This is an optimization exercise on Yosys and OpenROAD, whose aim is small area, a short achievable clock period and few clock cycles per item, not a production implementation. No functional check of the RTL was part of any run shown here. Power figures rest on the tool's default switching activity, not on a simulated workload. The flow treats the clock pin as an ideal source, which a real chip does not have.

### flow/config.mk
export PLATFORM = sky130hd
export DESIGN_NAME = byte_memory_ctrl
export DESIGN_NICKNAME = byte_memory_ctrl
export VERILOG_FILES = /design/flow/design.v
export SDC_FILE = /design/flow/constraint.sdc
export NUM_CORES = 4
export LEC_CHECK = 0
export CAP_MARGIN = 20
export CORE_MARGIN = 2
export CORE_UTILIZATION = 50
export CTS_CLUSTER_DIAMETER = 200
export CTS_CLUSTER_SIZE = 30
export GPL_ROUTABILITY_DRIVEN = 1
export PLACE_DENSITY = 0.65
export SLEW_MARGIN = 20
### flow/constraint.sdc
create_clock -name core_clock -period 10.0 [get_ports {clk}]
set_input_delay 2.0000 -clock core_clock [delete_from_list [all_inputs] [get_ports {clk}]]
set_output_delay 2.0000 -clock core_clock [all_outputs]
set_load 0.01 [all_outputs]
### flow/design.v
module byte_memory_ctrl #(
    parameter int    DEPTH     = 64,
    parameter int    ADDR_W    = 32,
    parameter int    LATENCY   = 1
) (
    input  logic              clk,
    input  logic              rst_n,
    input  logic              req_valid,
    output logic              req_ready,
    input  logic              req_write,
    input  logic [1:0]        req_size,
    input  logic              req_unsigned,
    input  logic [ADDR_W-1:0] req_addr,
    input  logic [31:0]       req_wdata,
    output logic              resp_valid,
    output logic              resp_err,
    output logic [31:0]       resp_rdata
);
    localparam int IDX_W = $clog2(DEPTH);
    localparam int ROWS  = DEPTH / 4;
    logic        w_err;
    logic [1:0]  w_off;
    logic [3:0]  w_lane_we;      
    logic [31:0] w_lane_data;
    assign w_err = (req_size == 2'b11) ||
                   ((req_size == 2'b01) && req_addr[0]) ||
                   ((req_size == 2'b10) && (req_addr[1:0] != 2'b00)) ||
                   (|req_addr[ADDR_W-1:IDX_W]);
    assign w_off = req_addr[1:0];
    always_comb begin
        w_lane_we   = 4'b0000;
        w_lane_data = {4{req_wdata[7:0]}};
        case (req_size)
            2'b00: w_lane_we = 4'b1000 >> w_off;
            2'b01: begin
                w_lane_we   = w_off[1] ? 4'b0011 : 4'b1100;
                w_lane_data = {2{req_wdata[15:0]}};
            end
            default: begin
                w_lane_we   = 4'b1111;
                w_lane_data = req_wdata;
            end
        endcase
        if (!(rst_n && req_valid && req_write && !w_err)) w_lane_we = 4'b0000;
    end
    logic              s1_valid;
    logic              s1_err;
    logic [3:0]        s1_lwe;
    logic [ROWS-1:0]   s1_rhot;      
    logic [1:0]        s1_off;
    logic [31:0]       s1_ldata;
    logic              s1_word;      
    logic              s1_half;      
    logic              s1_sgn;       
    logic              s1_zero;      
    always_ff @(posedge clk) begin
        s1_valid <= rst_n & req_valid;
        s1_err   <= w_err;
        s1_lwe   <= w_lane_we;
        s1_rhot  <= ROWS'(1) << req_addr[IDX_W-1:2];
        s1_off   <= w_off;
        s1_ldata <= w_lane_data;
        s1_word  <= req_size[1];
        s1_half  <= req_size == 2'b01;
        s1_sgn   <= ~req_unsigned & ~req_size[1];
        s1_zero  <= w_err | req_write;
    end
    assign req_ready = 1'b1;
    logic [31:0] r_mem [ROWS];       
    logic [ROWS-1:0] w_row_hot;
    assign w_row_hot = s1_rhot;
    logic [31:0] w_row_word;
    always_comb begin
        w_row_word = '0;
        for (int r = 0; r < ROWS; r++)
            w_row_word = w_row_word | ({32{s1_rhot[r] & ~s1_zero}} & r_mem[r]);
    end
    always_ff @(posedge clk) begin
        for (int r = 0; r < ROWS; r++) begin
            for (int l = 0; l < 4; l++) begin
                if (w_row_hot[r] && s1_lwe[3-l])
                    r_mem[r][31-8*l -: 8] <= s1_ldata[31-8*l -: 8];
            end
        end
    end
    logic [7:0]  w_b0, w_b1;
    logic        w_fill;
    logic [31:0] w_load;
    always_comb begin
        case (s1_off)
            2'b00:   w_b0 = w_row_word[31:24];
            2'b01:   w_b0 = w_row_word[23:16];
            2'b10:   w_b0 = w_row_word[15:8];
            default: w_b0 = w_row_word[7:0];
        endcase
        w_b1 = s1_off[1] ? w_row_word[7:0] : w_row_word[23:16];
    end
    always_comb begin
        w_fill = s1_sgn & w_b0[7];
        if (s1_word)      w_load = w_row_word;
        else if (s1_half) w_load = {{16{w_fill}}, w_b0, w_b1};
        else              w_load = {{24{w_fill}}, w_b0};
    end
    logic        r_resp_valid;
    logic        r_resp_err;
    logic [31:0] r_resp_rdata;
    always_ff @(posedge clk) begin
        r_resp_valid <= rst_n & s1_valid;
        r_resp_err   <= s1_err;
        r_resp_rdata <= w_load;
    end
    assign resp_valid = r_resp_valid;
    assign resp_err   = r_resp_err;
    assign resp_rdata = r_resp_rdata;
endmodule
### flow/flow/run.sh
#!/bin/bash
# Standard ORFS layout (the standard.sh) with:
#  - a tighter timing-repair target (the clock period and constraints are unchanged),
#  - the smallest buffer on every port (repair upsizes the ones that need it),
#  - clock tree synthesis without dummy balancing loads.
export SETUP_SLACK_MARGIN=7
export BUFFER_PORTS_ARGS="-buffer_cell sky130_fd_sc_hd__buf_1"
export CTS_ARGS="-sink_clustering_enable -repair_clock_nets -sink_clustering_size 30 -sink_clustering_max_diameter 200 -dont_use_dummy_load"
bash standard.sh > standard.log 2>&1
### flow/standard.sh
#!/bin/bash
# synth_recipe.tcl (not shown) runs the flow's synth.tcl, then flattens the netlist and writes it again
# the make line also repeats each setting of config.mk as NAME=value (left out here)
make -C /OpenROAD-flow-scripts/flow DESIGN_CONFIG=/design/flow/config.mk WORK_HOME=/design/flow/orfs CLKGATE_MAP_FILE= SYNTH_SCRIPT=/design/flow/synth_recipe.tcl "${@:-finish}"
==> results.sh, run 1 <==
export IMPL_seqPwrFrac_pct=69.0
export IMPL_drt_wl_total_um=61200
export IMPL_multi_input_area_sq_um=4670
export IMPL_vias=13100
export IMPL_drc_errors=0
export IMPL_synth_area_sq_um=22500
export IMPL_power_net_switching_mw=0.842
export IMPL_die_w_um=216
export IMPL_critical_path_buf_inv_count=1
export IMPL_rsz0062_at_grt="yes"
export IMPL_finClkSkew_ns=0.0802
export IMPL_drt_first_pass_iters=8
export IMPL_maxSlewViolCount=0
export IMPL_fillers=3532
export IMPL_max_freq_ghz=0.322
export IMPL_p_int_mw=3.23
export IMPL_status="finished clean"
export IMPL_start_kind="flip-flop"
export IMPL_crit_chain="buf_6"
export IMPL_cts_path_max_buffers=3
export IMPL_max_slew_worst_pin_slew_ns=0.966
export IMPL_hpwl_um=35800
export IMPL_ant_nets=0
export IMPL_cp_max_fo=1
export IMPL_power_leakage_nw=7.36
export IMPL_seq_area_frac_synth_pct=76.9
export IMPL_finalSetupTns_ns=0
export IMPL_peakVddDrop_mv=0.0938
export IMPL_hold_path_endpoint="r_resp_err$_DFF_P_"
export IMPL_postCtsHoldBufs=0
export IMPL_clock_sinks=606
export IMPL_finish_utilization_pct=54.4
export IMPL_crit_type="reg2out"
export IMPL_grt_max_degree=78
export IMPL_hp_class="reg2reg"
export IMPL_cp_top_family="flip-flops"
export IMPL_drive_above_1_share_pct=10.2
export IMPL_pre_cts_slack_ns=6.19
export IMPL_p_sw_share_pct=20.7
export IMPL_core_area_sq_um=44300
export IMPL_p_clk_share_pct=28.0
export IMPL_grt_pass1_vias=12500
export IMPL_vias_per_cell=6.49
export IMPL_layout_area_overhead_vs_synth_pct=7.42
export IMPL_powerDensity_nw_per_um2=169
export IMPL_ys_seq_elements=606
export IMPL_initial_core_util_pct=50.7
export IMPL_cts_clk_slew_worst_paths_ns=0.12
export IMPL_ctsRootBufferMaster="clkbuf_16"
export IMPL_numCtsBuffers=24
export IMPL_antenna_found_initial=1
export IMPL_finalSetupViolCount=0
export IMPL_finalWorstSetupSlack_ns=6.89
export IMPL_grt_pass1_wl_um=87000
export IMPL_seqCellArea_sq_um=17300
export IMPL_r2r_start="s1_zero$_DFF_P_"
export IMPL_synth_cells=1371
export IMPL_synth_edff_count=512
export IMPL_die_area_sq_um=46600
export IMPL_whs_path_depth=0
export IMPL_reg2reg_slack_ns=7.15
export IMPL_arrival_ns=1.11
export IMPL_min_period_ns=3.11
export IMPL_end_kind="primary output"
export IMPL_rows=77
export IMPL_async_reset_ff_share_pct=0
export IMPL_max_stage_delay_ns=0.40
export IMPL_synth_distinct_cells=58
export IMPL_cpMaxStageDelayCell="dfxtp_2"
export IMPL_min_delay_start="s1_err$_DFF_P_"
export IMPL_yosys_warnings=2
export IMPL_routabilityCongestion=0.898
export IMPL_port_buffers=104
export IMPL_synth_nets=1442
export IMPL_reg2reg_depth=6
export IMPL_synth_top_flop_cell="edfxtp_1"
export IMPL_final_min_period_over_clock_period_pct=31.1
export IMPL_combPwrFrac_pct=3.0
export IMPL_maxCapViolCount=0
export IMPL_tritoncts="yes"
export IMPL_relSlewSlack_pct=35.1
export IMPL_cts_max_level=1
export IMPL_syn_area_per_cell_sq_um=16.4
export IMPL_clk_latency_ns=0.59
export IMPL_drt_initial_drc_count=1778
export IMPL_crit_required_ns=8.00
export IMPL_routedWlPerCell_um=30.3
export IMPL_reg2reg_to="r_resp_rdata[10]$_DFF_P_"
export IMPL_finalHoldViolCount=0
export IMPL_fin_nets=1500
export IMPL_grt_usage_pct=25.9
export IMPL_die_h_um=216
export IMPL_io_pin_count=106
export IMPL_overflow=0
[stage by stage]
stage	instance area [sq um]	power [mW]	hold slack (ns)	cells
finish	24100	4.08	0.341	2020
global route	24100	4.17	0.343	2020
CTS	24100	4.07	0.342	2018
detailed placement	23200	2.99	0.320	1992
global placement	23200	2.98	0.321	1992
floorplan	22500	2.91	0.310	1371
[worst max path at each step]
stage,slack (ns),to,startpoint,cells after the start
floorplan,7.01,s1_lwe[0]$_SDFF_PN0_,req_addr[7],5
global placement,6.30,s1_lwe[3]$_SDFF_PN0_,req_size[1],6
detailed placement,6.19,s1_lwe[3]$_SDFF_PN0_,req_size[1],6
CTS,6.89,resp_rdata[1],r_resp_rdata[1]$_DFF_P_,1
global route,6.88,resp_rdata[6],r_resp_rdata[6]$_DFF_P_,1
finish,6.89,resp_rdata[14],r_resp_rdata[14]$_DFF_P_,1
[power by group through the flow]
stage,Clock (mW),Sequential [mW],Combinational (mW)
3_5_place_dp,0,2.87,0.118
4_1_cts,1.14,2.81,0.122
2_1_floorplan,0,2.84,0.0671
3_3_place_gp,0,2.86,0.118
5_1_grt,1.22,2.82,0.131
6_report,1.14,2.81,0.124
[layer usage]
metal	up-vias	share of wire (%)	GRT usage, %
met5	-	0	0.417
met1	6700	41	37.4
met4	0	3.1	7.47
met2	741	46	40.6
met3	83	9.3	4.75
li1	5584	-	-
[cells by family (layout without fill, tap and decap cells)]
group	count (synthesis)	count (layout)	synth area share [%]
other	1	2	0.0167
AO/OA/AOI/OAI	348	348	11.8
multiplexers	27	27	1.35
AND/OR/NAND/NOR	287	287	7.56
flip-flops	606	606	76.9
buffers and inverters	102	158	2.42
[flip-flops by register name, indices dropped and copies added (netlist names)]
register / flops
r_mem: 512
r_resp_err: 1
r_resp_rdata: 32
r_resp_valid: 1
s1_err: 1
s1_half: 1
s1_ldata: 32
s1_lwe: 4
s1_off: 2
s1_rhot: 16
s1_sgn: 1
s1_valid: 1
s1_word: 1
s1_zero: 1
[area by class of cell]
type	count	area share, %
Antenna cell	1	0.0104
Clock buffer	24	2.49
Inverter	10	0.171
Multi-Input combinational cell	663	19.4
Sequential cell	606	71.8
Tap cell	592	3.07
Timing Repair Buffer	123	3.10
Timing Repair inverter	1	0.0208
[cell usage in the layout, fill, tap and decap left out, drive strengths merged, types with 3 or more instances in the layout]
master | netlist | routed
edfxtp | 512 | 512
a22oi | 168 | 168
buf | 58 | 122
dfxtp | 94 | 94
and2 | 66 | 66
nand3b | 64 | 64
nand2 | 37 | 37
o21ai | 33 | 33
a21oi | 29 | 29
a22o | 29 | 29
nor2 | 26 | 26
a221oi | 25 | 25
clkbuf | 34 | 25
nor3 | 25 | 25
nand4 | 24 | 24
a41oi | 17 | 17
mux2 | 16 | 16
o211ai | 11 | 11
nor4 | 10 | 10
nand3 | 10 | 10
mux2i | 10 | 10
inv | 10 | 9
nand2b | 8 | 8
nor2b | 5 | 5
o221ai | 5 | 5
a32o | 3 | 3
o31ai | 3 | 3
and3b | 3 | 3
a221o | 3 | 3
and3 | 3 | 3
o32a | 3 | 3
a211oi | 3 | 3
[what timing repair did]
item	4_1_cts	5_1_grt
cloned	1	0
pin swaps	1	0
setup buffers	1	1
hold endpoints to repair	0	0
endpoints found under the setup margin	68	46
resized for setup	80	14
[cell usage after synthesis, drive strengths merged, types with 2 or more instances]
cell	number	area, sq um
a211oi	3	32.5
a21oi	29	145
a221o	3	30.0
a221oi	25	219
a22o	29	254
a22oi	168	1260
a31o	2	17.5
a31oi	2	12.5
a32o	3	30.0
a32oi	2	17.5
a41oi	17	149
and2	66	413
and2b	2	20.0
and3	3	18.8
and3b	3	26.3
and4	2	20.0
buf	58	377
clkbuf	34	129
dfxtp	94	1880
edfxtp	512	15400
inv	10	37.5
mux2	16	180
mux2i	10	100
nand2	37	139
nand2b	8	50.1
nand3	10	50.1
nand3b	64	480
nand4	24	150
nor2	26	97.6
nor2b	5	31.3
nor3	25	125
nor4	10	62.6
o211ai	11	110
o21ai	33	176
o221ai	5	43.8
o22ai	2	12.5
o31ai	3	22.5
o32a	3	30.0
or3	2	12.5
==> run 2, diff against run 1 <==
--- a/flow/config.mk
+++ b/flow/config.mk
@@ -8,8 +8,8 @@
 export CAP_MARGIN = 20
 export CORE_MARGIN = 2
-export CORE_UTILIZATION = 50
+export CORE_UTILIZATION = 60
 export CTS_CLUSTER_DIAMETER = 200
 export CTS_CLUSTER_SIZE = 30
 export GPL_ROUTABILITY_DRIVEN = 1
-export PLACE_DENSITY = 0.65
+export PLACE_DENSITY = 0.75
 export SLEW_MARGIN = 20
==> run 2 against run 1 <==
Via count up 1.3%. Synthesized cell count unchanged. Final area down 0.89%. Clock power about the same. Critical path depth unchanged. Clock skew down 0.014 ns. Non-clock buffer count unchanged. Total power down 0.36%. Combinational power about the same. Sequential power about the same. Maximum frequency up 1.3%. Largest cell class unchanged.
==> results.sh, run 2 <==
export IMPL_rows=70
export IMPL_powerDensity_nw_per_um2=170
export IMPL_grt_busiest_layer="met2"
export IMPL_finalPower_mw=4.06
export IMPL_layout_area_overhead_vs_synth_pct=6.46
export IMPL_grt_max_degree=65
export IMPL_core_area_sq_um=36700
export IMPL_seqPwrFrac_pct=69.2
export IMPL_p_clk_share_pct=27.8
export IMPL_fin_nets=1499
export IMPL_min_delay_start="s1_err$_DFF_P_"
export IMPL_grt_pass1_wl_um=84100
export IMPL_synth_top_area_share_pct=68.5
export IMPL_ys_seq_elements=606
export IMPL_die_area_sq_um=39000
export IMPL_final_min_period_over_clock_period_pct=30.7
export IMPL_use_met1_pct=43.8
export IMPL_synth_common_cells="edfxtp_1, a22oi_1, dfxtp_1"
export IMPL_grt_pass1_vias=12500
export IMPL_final_area_sq_um=23900
export IMPL_drt_first_pass_iters=6
export IMPL_rsz0062_at_grt="yes"
export IMPL_final_cell_mix="edfxtp_1, a22oi_1, dfxtp_1"
export IMPL_vias_per_cell=7.01
export IMPL_clk_latency_ns=0.57
export IMPL_regMostFlops="r_mem"
export IMPL_synth_cells=1371
export IMPL_peakVddDrop_mv=0.128
export IMPL_antenna_found_initial=3
export IMPL_p_int_mw=3.23
export IMPL_vias=13300
export IMPL_ctsRootBufferMaster="clkbuf_16"
export IMPL_final_common_cell="edfxtp_1"
export IMPL_overflow=0
export IMPL_cp_max_fo=1
export IMPL_pre_cts_slack_ns=6.24
export IMPL_synth_distinct_cells=58
export IMPL_die_h_um=197
export IMPL_cts_path_max_buffers=3
export IMPL_syn_area_per_cell_sq_um=16.4
export IMPL_start_kind="flip-flop"
export IMPL_cp_top_family="flip-flops"
export IMPL_reg2reg_slack_ns=7.17
export IMPL_routabilityCongestion=0.923
export IMPL_yosys_warnings=2
export IMPL_finalWorstSetupSlack_ns=6.93
export IMPL_async_reset_ff_share_pct=0
export IMPL_grt_met2_usage_pct=47.1
export IMPL_min_period_ns=3.07
export IMPL_end_kind="primary output"
export IMPL_drc_errors=0
export IMPL_reg2reg_depth=7
export IMPL_io_pin_count=106
export IMPL_tritoncts="yes"
export IMPL_hold_ws_ns=0.338
export IMPL_largest_reg_flops=512
export IMPL_power_leakage_nw=7.36
export IMPL_hpwl_um=34200
export IMPL_crit_required_ns=8.00
export IMPL_critical_path_buf_inv_count=1
export IMPL_status="finished clean"
export IMPL_drt_wl_total_um=58500
export IMPL_seq_area_frac_synth_pct=76.9
export IMPL_maxSlewViolCount=0
export IMPL_relSlewSlack_pct=36.6
export IMPL_crit_chain="buf_6"
export IMPL_hold_path_endpoint="r_resp_err$_DFF_P_"
export IMPL_ant_nets=0
export IMPL_arrival_ns=1.07
export IMPL_finClkSkew_ns=0.0658
export IMPL_max_slew_worst_pin_slew_ns=0.943
export IMPL_whs_path_depth=0
export IMPL_netlist_top_cells_area="edfxtp_1, dfxtp_1, a22oi_1"
export IMPL_initial_core_util_pct=61.2
export IMPL_crit_type="reg2out"
export IMPL_dpl_cell_area_sq_um=23100
export IMPL_drive_above_1_share_pct=9.26
export IMPL_yosysMostFrequentCell="edfxtp_1"
export IMPL_clock_sinks=606
export IMPL_fillers=2493
export IMPL_synth_nets=1442
export IMPL_finalHoldViolCount=0
export IMPL_synth_area_sq_um=22500
export IMPL_finalSetupViolCount=0
export IMPL_cpMaxStageDelayCell="dfxtp_2"
export IMPL_reg2reg_to="r_resp_rdata[9]$_DFF_P_"
export IMPL_drt_initial_drc_count=2274
export IMPL_routedWlPerCell_um=30.8
export IMPL_synth_edff_count=512
export IMPL_maxCapViolCount=0
export IMPL_hp_class="reg2reg"
export IMPL_cts_max_level=1
export IMPL_grt_util_met3_pct=5.09
export IMPL_synth_top_flop_cell="edfxtp_1"
export IMPL_combPwrFrac_pct=3.0
export IMPL_numCtsBuffers=24
export IMPL_power_net_switching_mw=0.828
export IMPL_max_stage_delay_ns=0.39
export IMPL_synth_area_leader_cell="edfxtp_1"
export IMPL_r2r_start="s1_zero$_DFF_P_"
export IMPL_grt_usage_pct=30.1
export IMPL_port_buffers=104
export IMPL_max_freq_ghz=0.326
export IMPL_cts_clk_slew_worst_paths_ns=0.11
export IMPL_die_w_um=197
export IMPL_finalSetupTns_ns=0
export IMPL_p_sw_share_pct=20.4
export IMPL_reg_top3="r_mem x512, r_resp_rdata x32, s1_ldata x32"
## run 2: cell counts after synthesis
No cell type changed its count.
## run 2: logic make-up (layout without fill, tap and decap cells)
group           Yosys count  in the layout  share of synthesized area [%]
flops                   606            606                           76.9
compound gates          348            348                           11.8
simple gates            287            287                           7.56
buf+inv                 102            157                           2.42
mux                      27             27                           1.35
other cells               1              3                         0.0167
## run 2: timing repair
action                                 CTS  global route
setup endpoints to repair               43            44
pin swaps                                1             0
resized for setup                       56            26
endpoints found under the hold margin    0             0
hold buffers                             0             0
setup buffers                            1             1
## run 2: power by group through the flow
| stage | registers, mW | logic (mW) | clock network, mW |
|---|---|---|---|
| after global placement | 2.86 | 0.114 | 0 |
| after floorplan | 2.84 | 0.0671 | 0 |
| final | 2.81 | 0.122 | 1.13 |
| after CTS | 2.81 | 0.118 | 1.12 |
| after global routing | 2.82 | 0.128 | 1.21 |
| after detailed placement | 2.87 | 0.116 | 0 |
## run 2: per-layer routing
| layer | vias up | wire, um |
|---|---|---|
| met1 | 6535 | 22100 |
| li1 | 5573 | - |
| met4 | 0 | 1830 |
| met2 | 1050 | 27200 |
| met5 | - | 0 |
| met3 | 126 | 7340 |
## run 2: area by class of cell
type / instances / area, sq um / area share, %
tap: 468 / 586 / 2.45
sequential: 606 / 17300 / 72.3
clock buffer: 24 / 601 / 2.51
antenna: 2 / 5.00 / 0.0209
inverter: 10 / 37.5 / 0.157
multi-input combinational: 663 / 4660 / 19.5
timing repair buffer: 123 / 726 / 3.04
## run 2: worst max path at each step
| stage | cells after the start | end | slack [ns] | start |
|---|---|---|---|---|
| after detailed placement | 6 | s1_lwe[3]$_SDFF_PN0_ | 6.24 | req_size[1] |
| after global placement | 6 | s1_lwe[2]$_SDFF_PN0_ | 6.38 | req_size[1] |
| after CTS | 1 | resp_rdata[1] | 6.85 | r_resp_rdata[1]$_DFF_P_ |
| after global routing | 1 | resp_rdata[1] | 6.91 | r_resp_rdata[1]$_DFF_P_ |
| final | 1 | resp_rdata[1] | 6.93 | r_resp_rdata[1]$_DFF_P_ |
| after floorplan | 5 | s1_lwe[0]$_SDFF_PN0_ | 7.01 | req_addr[7] |
## run 2: metrics by stage
stage,utilization (%),std cells
6_report,65.1,1896
5_1_grt,65.1,1895
4_1_cts,64.8,1893
3_5_place_dp,62.8,1868
3_3_place_gp,62.8,1868
2_1_floorplan,-,1371
==> run 3, diff against run 2 <==
--- a/flow/config.mk
+++ b/flow/config.mk
@@ -8,8 +8,8 @@
 export CAP_MARGIN = 20
 export CORE_MARGIN = 2
-export CORE_UTILIZATION = 60
+export CORE_UTILIZATION = 40
 export CTS_CLUSTER_DIAMETER = 200
 export CTS_CLUSTER_SIZE = 30
 export GPL_ROUTABILITY_DRIVEN = 1
-export PLACE_DENSITY = 0.75
+export PLACE_DENSITY = 0.55
 export SLEW_MARGIN = 20
==> run 3 against run 2 <==
Clock power is essentially flat. Largest power group unchanged. Utilization decreased by 21 points. Die area rose by 49%. Maximum frequency decreased by 0.77%. Synthesized cell count unchanged. Global-route usage fell by 8.0 points. Still clean on timing, DRC and antenna. Register-to-register slack is essentially flat. Sequential power about the same. Cell count grew 15%.
==> results.sh, run 3 <==
export IMPL_status="finished clean"
export IMPL_num_antenna_cells=0
export IMPL_reg2reg_to="r_resp_rdata[10]$_DFF_P_"
export IMPL_routedWlPerCell_um=29.6
export IMPL_cts_clk_slew_worst_paths_ns=0.12
export IMPL_reg_top3="r_mem x512, r_resp_rdata x32, s1_ldata x32"
export IMPL_largest_reg_flops=512
export IMPL_finalPower_mw=4.10
export IMPL_final_instance_count_excl_fill=2178
export IMPL_maxCapViolCount=0
export IMPL_rsz0062_at_grt="yes"
export IMPL_netlist_top_cells_area="edfxtp_1, dfxtp_1, a22oi_1"
export IMPL_routabilityCongestion=0.836
export IMPL_fillers=4929
export IMPL_synth_area_sq_um=22500
export IMPL_grt_busiest_layer="met2"
export IMPL_maxSlewViolCount=0
export IMPL_hp_class="reg2reg"
export IMPL_final_min_period_over_clock_period_pct=30.9
export IMPL_drt_first_pass_iters=5
export IMPL_hold_path_endpoint="r_resp_err$_DFF_P_"
export IMPL_synth_common_cells="edfxtp_1, a22oi_1, dfxtp_1"
export IMPL_core_area_sq_um=55300
export IMPL_max_slew_worst_pin_slew_ns=0.954
export IMPL_min_period_ns=3.09
export IMPL_power_leakage_nw=7.38
export IMPL_grt_pass1_wl_um=91000
export IMPL_p_int_mw=3.24
export IMPL_pre_cts_slack_ns=6.27
export IMPL_ys_seq_elements=606
export IMPL_hpwl_um=38400
export IMPL_placedCellCount=2150
export IMPL_clk_latency_ns=0.59
export IMPL_grt_pass1_vias=12500
export IMPL_power_net_switching_mw=0.861
export IMPL_vias=12900
export IMPL_dpl_cell_area_sq_um=23400
export IMPL_drc_errors=0
export IMPL_cts_max_level=1
export IMPL_overflow=0
export IMPL_layout_area_overhead_vs_synth_pct=8.23
export IMPL_finClkSkew_ns=0.0681
export IMPL_max_freq_ghz=0.323
export IMPL_die_w_um=241
export IMPL_use_met1_pct=32.3
export IMPL_hold_ws_ns=0.338
export IMPL_drt_wl_total_um=64500
export IMPL_grt_util_met3_pct=3.37
export IMPL_max_stage_delay_ns=0.39
export IMPL_numCtsBuffers=24
export IMPL_synth_distinct_cells=58
export IMPL_finish_utilization_pct=43.9
export IMPL_clock_sinks=606
export IMPL_min_delay_start="s1_err$_DFF_P_"
export IMPL_p_sw_share_pct=21.0
export IMPL_arrival_ns=1.09
export IMPL_grt_usage_pct=22.1
export IMPL_drt_initial_drc_count=1436
export IMPL_start_kind="flip-flop"
export IMPL_die_area_sq_um=58000
export IMPL_r2r_start="s1_rhot[10]$_SDFF_PN0_"
export IMPL_synth_nets=1442
export IMPL_final_common_cell="edfxtp_1"
export IMPL_synth_edff_count=512
export IMPL_tritoncts="yes"
export IMPL_regMostFlops="r_mem"
export IMPL_cp_top_family="flip-flops"
export IMPL_cp_max_fo=1
export IMPL_port_buffers=104
export IMPL_grt_max_degree=65
export IMPL_synth_area_leader_cell="edfxtp_1"
export IMPL_seq_area_frac_synth_pct=76.9
export IMPL_initial_core_util_pct=40.6
export IMPL_rows=86
export IMPL_finalWorstSetupSlack_ns=6.91
export IMPL_relSlewSlack_pct=35.9
export IMPL_finalHoldViolCount=0
export IMPL_seqPwrFrac_pct=68.7
export IMPL_synth_top_area_share_pct=68.5
export IMPL_reg2reg_depth=8
export IMPL_postCtsHoldBufs=0
export IMPL_drive_above_1_share_pct=10.2
export IMPL_async_reset_ff_share_pct=0
export IMPL_final_cell_mix="edfxtp_1, a22oi_1, buf_1"
export IMPL_whs_path_depth=0
export IMPL_critical_path_buf_inv_count=1
export IMPL_cts_path_max_buffers=3
export IMPL_ant_nets=0
export IMPL_die_h_um=241
export IMPL_ctsRootBufferMaster="clkbuf_16"
export IMPL_p_clk_share_pct=28.2
export IMPL_antenna_found_initial=2
export IMPL_io_pin_count=106
export IMPL_syn_area_per_cell_sq_um=16.4
export IMPL_combPwrFrac_pct=3.1
export IMPL_final_area_sq_um=24300
export IMPL_yosys_warnings=2
export IMPL_grt_met2_usage_pct=34.3
export IMPL_peakVddDrop_mv=0.121
export IMPL_crit_type="reg2out"
export IMPL_vias_per_cell=5.93
export IMPL_crit_required_ns=8.00
export IMPL_synth_top_flop_cell="edfxtp_1"
export IMPL_cpMaxStageDelayCell="dfxtp_4"
export IMPL_reg2reg_slack_ns=7.18
export IMPL_crit_chain="buf_6"
export IMPL_finalSetupViolCount=0
export IMPL_end_kind="primary output"
export IMPL_fin_nets=1503
export IMPL_finalSetupTns_ns=0
export IMPL_powerDensity_nw_per_um2=169
export IMPL_synth_cells=1371
export IMPL_yosysMostFrequentCell="edfxtp_1"
==> run 3: cell counts after synthesis <==
No cell type changed its count.
==> run 3: kinds of logic after synthesis <==
logic type | count (synthesis) | synth area share (%)
flops | 606 | 76.9
simple gates | 287 | 7.56
compound gates | 348 | 11.8
other cells | 1 | 0.0167
buf+inv | 102 | 2.42
mux | 27 | 1.35
==> run 3: worst max path at each step <==
stage                                 to  slack, ns                     from  cells past startpoint
finish                     resp_rdata[6]       6.91  r_resp_rdata[6]$_DFF_P_                      1
global route               resp_rdata[6]       6.88  r_resp_rdata[6]$_DFF_P_                      1
CTS                        resp_rdata[6]       6.90  r_resp_rdata[6]$_DFF_P_                      1
detailed placement  s1_lwe[3]$_SDFF_PN0_       6.27              req_size[1]                      6
global placement    s1_lwe[3]$_SDFF_PN0_       6.29              req_size[1]                      6
floorplan           s1_lwe[0]$_SDFF_PN0_       7.01              req_addr[7]                      5
==> run 3: routing by layer <==
layer  routed length (um)  share of wire [%]
met3                 4920                7.6
met5                  100               0.16
met1                28500                 44
met2                29200                 45
met4                 1710                2.7
==> run 3: final cells by class <==
class	count	area (sq um)	share of cell area, %
Clock buffer	24	601	2.47
Inverter	10	37.5	0.154
Multi-Input combinational cell	663	4670	19.2
Sequential cell	606	17300	71.2
Tap cell	748	936	3.85
Timing Repair Buffer	127	756	3.11
==> run 3: power by group through the flow <==
stage | clock network [mW] | logic, mW | registers (mW)
finish | 1.16 | 0.127 | 2.81
global route | 1.24 | 0.135 | 2.82
CTS | 1.17 | 0.125 | 2.81
detailed placement | 0 | 0.123 | 2.87
global placement | 0 | 0.122 | 2.87
floorplan | 0 | 0.0671 | 2.84
==> run 3: timing repair <==
item | in CTS | in global routing
pin swaps | 0 | 1
setup endpoints to repair | 45 | 44
setup buffers | 0 | 4
cloned | 0 | 0
gates resized for setup | 62 | 20

==> port drivers added, routing unchanged <==
Ports are ideal in the flow. The routed layouts listed here were re-timed in OpenROAD. Step 1 sets driving cells, clkbuf_16 on the clock port and buf_2 on the other inputs (assumed; they add their load-dependent delay and slew). Step 2 also shifts input and output timing later by t, the mid clock arrival at the registers, as if the neighbouring blocks saw the same clock. Slacks: ideal / step 1 / step 2; pairs: ideal / step 1.
run	t, ns	setup slack, ns	latest minus earliest clock arrival (ns)
run 1	0.613	6.890 / 6.831 / 6.676	0.089 / 0.089
run 2	0.593	6.930 / 6.878 / 6.538	0.068 / 0.069
run 3	0.613	6.906 / 6.850 / 6.582	0.069 / 0.070
After both steps every run listed still meets setup and hold. For run 2, which loses most, drivers alone change the setup slack by -0.052 ns; drivers and shift together by -0.392 ns.
